From an optimization exercise on the open Yosys and OpenROAD flow, aimed at small area, a short achievable clock period and few clock cycles per item; shortcuts taken in it are not production practice.
In this exercise RTL edits were held to simulation tests only and were not proved equivalent to the original.

==> inputs of v8 <==
// vpu_lane_array
module vpu_lane_array #(
  parameter int DATA_W  = 32,
  parameter int LANES   = 4,
  parameter int OP_W    = 10,
  parameter int LATENCY = 3,
  parameter int LEN_W   = 16
) (
  input  logic                    clk,
  input  logic                    rst,
  input  logic                    start,
  input  logic [OP_W-1:0]         opcode,
  input  logic [LEN_W-1:0]        vec_len,
  input  logic                    in_valid,
  output logic                    in_ready,
  input  logic [LANES*DATA_W-1:0] operand0,
  input  logic [LANES*DATA_W-1:0] operand1,
  output logic                    out_valid,
  input  logic                    out_ready,
  output logic [LANES*DATA_W-1:0] result_out,
  output logic                    out_last,
  output logic                    busy,
  output logic                    done
);
  localparam int W  = LANES * DATA_W;
  localparam int MW = 40;    
  function automatic logic [MW-1:0] pass_val(input logic [31:0] v);
    pass_val = {1'b1, v[31], 2'b00, v[30:23], 2'b01, v[22:0], 3'b000};
  endfunction
  function automatic logic [31:0] stage2(input logic [MW-1:0] m);
    logic        fpass, sg, rnd, found;
    logic signed [9:0] e;
    logic [27:0] s;
    logic [26:0] t;
    logic [24:0] r;
    logic [4:0]  lz;
    logic [31:0] res;
    fpass = m[39];
    sg    = m[38];
    e     = m[37:28];
    s     = m[27:0];
    lz = 5'd0;
    found = 1'b0;
    for (int i = 26; i >= 0; i--) begin
      if (!found && s[i]) begin
        lz = 5'(26 - i);
        found = 1'b1;
      end
    end
    if (s[27]) begin
  ...
Settings: LEC_CHECK=0, CAP_MARGIN=20, CORE_MARGIN=2, CORE_UTILIZATION=60, PLACE_DENSITY=0.7, SLEW_MARGIN=20; clock period 45.0 ns.
standard.sh (not shown) runs the stock make flow with config.mk's settings and CLKGATE_MAP_FILE= SYNTH_SCRIPT=/design/flow/synth_recipe.tcl, a recipe that flattens the netlist after the stock synthesis.
==> flow/flow/run.sh <==
#!/bin/bash
# The standard layout, with the port buffers made from sky130_fd_sc_hd__buf_2
# (ORFS's buffer_ports otherwise picks clkdlybuf4s50_1, a slow delay cell).
set -euo pipefail
export BUFFER_PORTS_ARGS="-buffer_cell sky130_fd_sc_hd__buf_2"
bash standard.sh > standard.log 2>&1
==> v29: changes against v8 <==
--- a/flow/design.v
+++ b/flow/design.v
@@ -70,11 +70,10 @@
   logic             mv_q, ml_q;      
   logic             kv_q, kl_q;      
   logic [W-1:0]     k_q;
   logic             rv_q, rl_q;      
   logic [W-1:0]     r_q;
-  logic [LANES-1:0] rvl_q;
   logic [LANES*MW-1:0] m_d;          
   logic [W-1:0]     c;               
   logic             ph_q;            
   logic op_add, op_sub, op_mul, op_relu, op_drel, op_max, op_min;
   assign in_ready   = rdy_o_q;
@@ -195,11 +194,10 @@
       s0v_q  <= 1'b0;
       ph_q   <= 1'b0;
       mv_q   <= 1'b0;
       kv_q   <= 1'b0;
       rv_q   <= 1'b0;
-      rvl_q  <= '0;
     end else begin
       busy_q <= busy_d;
       done_q <= (accept && vec_len == '0) || fin;
       rdy_q  <= rdy_d;
       rdy_o_q <= rdy_d;
@@ -208,12 +206,10 @@
       s0v_q  <= s0v_d;
       ph_q   <= ph_d;
       if (!kv_q) mv_q <= s0v_q && s0_done;
       kv_q   <= kv_d;
       if (r_take) rv_q <= kv_q || mv_q;
-      for (int i = 0; i < LANES; i++)
-        if (!rvl_q[i] || out_ready) rvl_q[i] <= kv_q || mv_q;
     end
   end
   always_ff @(posedge clk) begin
     if (accept) begin
       op_add  <= opcode == OP_W'(0);
@@ -237,14 +233,14 @@
     if (!kv_q) ml_q <= s0l_q;
     if (!kv_q) begin
       k_q  <= c;
       kl_q <= ml_q;
     end
-    if (r_take) rl_q <= kv_q ? kl_q : ml_q;
-    for (int i = 0; i < LANES; i++)
-      if (!rvl_q[i] || out_ready)
-        r_q[i*DATA_W +: DATA_W] <= kv_q ? k_q[i*DATA_W +: DATA_W] : c[i*DATA_W +: DATA_W];
+    if (r_take) begin
+      r_q  <= kv_q ? k_q : c;
+      rl_q <= kv_q ? kl_q : ml_q;
+    end
   end
 endmodule
 module mul24_dadda (
   input  logic [23:0] a,
   input  logic [23:0] b,
--- a/flow/config.mk
+++ b/flow/config.mk
@@ -5,8 +5,8 @@
 export SDC_FILE = /design/flow/constraint.sdc
 export NUM_CORES = 4
 export LEC_CHECK = 0
 export CAP_MARGIN = 20
 export CORE_MARGIN = 2
-export CORE_UTILIZATION = 60
-export PLACE_DENSITY = 0.7
+export CORE_UTILIZATION = 55
+export PLACE_DENSITY = 0.65
 export SLEW_MARGIN = 20
==> qor summary <==
|  | v8 | v29 |
|---|---|---|
| Detailed-route via count | 100,000 | 98,100 |
| Ant. Diodes | 16 | 28 |
| Worst setup slack for register-to-register paths | 34.46 ns | 34.62 ns |
| Cell area after technology mapping | 104,000 um2 | 102,000 um2 |
| Crit Reg-Reg Endpoint | g_lane[3].m_q[27]$_SDFFCE_PN0N_ | g_lane[1].m_q[17]$_DFFE_PP_ |
| Met3 track demand over resource | 16.5% | 13.3% |
| Crit path from | a_q[42]$_DFFE_PP_ | out_ready |
| Cell taking the most area after synthesis | edfxtp_1 | fa_1 |
| Initial cell density of the core | 60.4% | 55.2% |
| All-Layer GR Usage | 46.0% | 42.9% |
| Tap cells | 2,310 | 2,480 |
| Run status | finished clean | finished clean |
| Slew at the pin closest to its max-slew limit | 1.19 ns | 1.26 ns |
| Multi-input gate share of total cell area | 66.6% | 67.2% |
| Worst hold slack across all endpoints | 0.433 ns | 0.429 ns |
| Number of global-route vias before repair | 96,900 | 95,500 |
| Clock network area share | 2.67% | 2.65% |
| Signal buf overhead | 3.57% | 3.85% |
| Post-place instance area | 108,000 um2 | 107,000 um2 |
| Number of antenna violations at the first check in global routing | 30 | 47 |
Testbench counts of v8, summed over its fixed seeds: cycles 19,703, beats 16,078.
Testbench counts of v29, summed over its fixed seeds: cycles 19,703, beats 16,078.

========
==> exp/quartz: inputs <==
vpu_lane_array with an RTL version that a note above also has.
Settings: LEC_CHECK=0, CAP_MARGIN=20, CORE_MARGIN=2, CORE_UTILIZATION=55, PLACE_DENSITY=0.65, SLEW_MARGIN=20; clock period 45.0 ns.
run.sh (not shown) runs the stock make flow with config.mk's settings and CLKGATE_MAP_FILE= SYNTH_SCRIPT=/design/flow/synth_recipe.tcl, a recipe that flattens the netlist after the stock synthesis.
Stock flow here: none of the scripts above is used.
==> exp/tundra: changes against exp/quartz <==
==> flow/flow/run.sh (new file) <==
#!/bin/bash
# The standard layout, with the port buffers made from sky130_fd_sc_hd__buf_2
# (ORFS's buffer_ports otherwise picks clkdlybuf4s50_1, a slow delay cell).
set -euo pipefail
export BUFFER_PORTS_ARGS="-buffer_cell sky130_fd_sc_hd__buf_2"
bash standard.sh > standard.log 2>&1
==> flow/standard.sh (new file) <==
#!/bin/bash
# synth_recipe.tcl (not shown) runs the flow's synth.tcl, then flattens the netlist and writes it again
# the make line also repeats each setting of config.mk as NAME=value (left out here)
make -C /OpenROAD-flow-scripts/flow DESIGN_CONFIG=/design/flow/config.mk WORK_HOME=/design/flow/orfs CLKGATE_MAP_FILE= SYNTH_SCRIPT=/design/flow/synth_recipe.tcl "${@:-finish}"
CORE_UTILIZATION = 60   (was 55)
PLACE_DENSITY = 0.7   (was 0.65)
removed: flow/run.sh
==> summary.txt <==
metric	exp/tundra	exp/quartz
Run status	timing/DRC/antenna clean	timing/DRC/antenna clean
Worst setup slack after layout	34.22 ns	33.73 ns
Non-Filler Cell Area, Final	0.109 sq mm	0.112 sq mm
Vias per cell	6.72	6.53
Share of the cycle needed by the critical path after routing	23.9%	25.0%
Met2 wire length	167000 um	172000 um
First drt pass iteration count	13	11
FP Rows	151	158
Worst reg2reg startpoint	b_q[10]$_DFFE_PP_	a_q[55]$_DFFE_PN_
Detailed placer's ending HPWL	307000 um	318000 um
Placed instance area	0.107 sq mm	0.109 sq mm
Testbench counts of exp/quartz, summed over its fixed seeds: cycles 19,703, beats 16,078.
Testbench counts of exp/tundra, summed over its fixed seeds: cycles 19,703, beats 16,078.

## afterwards: timing with drivers on the ports
In the flow no input, the clock included, has a driving cell. The finished layouts below were timed again as built, in two steps.
Step 1: set_driving_cell puts a clkbuf_16 on clk and a buf_2 on each other input, an assumption about the parent block.
Step 2, shift: input delay + t, output delay - t, t = (earliest + latest rising clock arrival at the registers) / 2. This alone moves slack from input paths to output paths.
a / b / c = ideal ports / drivers / drivers and shift; a / b = the first two.
run	shift t [ns]	setup WS [ns]	hold WS [ns]	worst data-port slew with drivers (ns)
v8	0.842	34.464 / 34.460 / 34.464	0.433 / 0.433 / 0.433	0.20
v29	0.873	34.200 / 34.279 / 33.406	0.429 / 0.429 / 0.429	0.10
exp/quartz	0.843	33.728 / 33.798 / 32.955	0.417 / 0.417 / 0.417	0.08
exp/tundra	0.843	34.225 / 34.291 / 33.448	0.453 / 0.453 / 0.453	0.07
After both steps every run listed still meets setup and hold. For v29, which loses most, drivers alone change the setup slack by +0.079 ns; drivers and shift together by -0.794 ns.
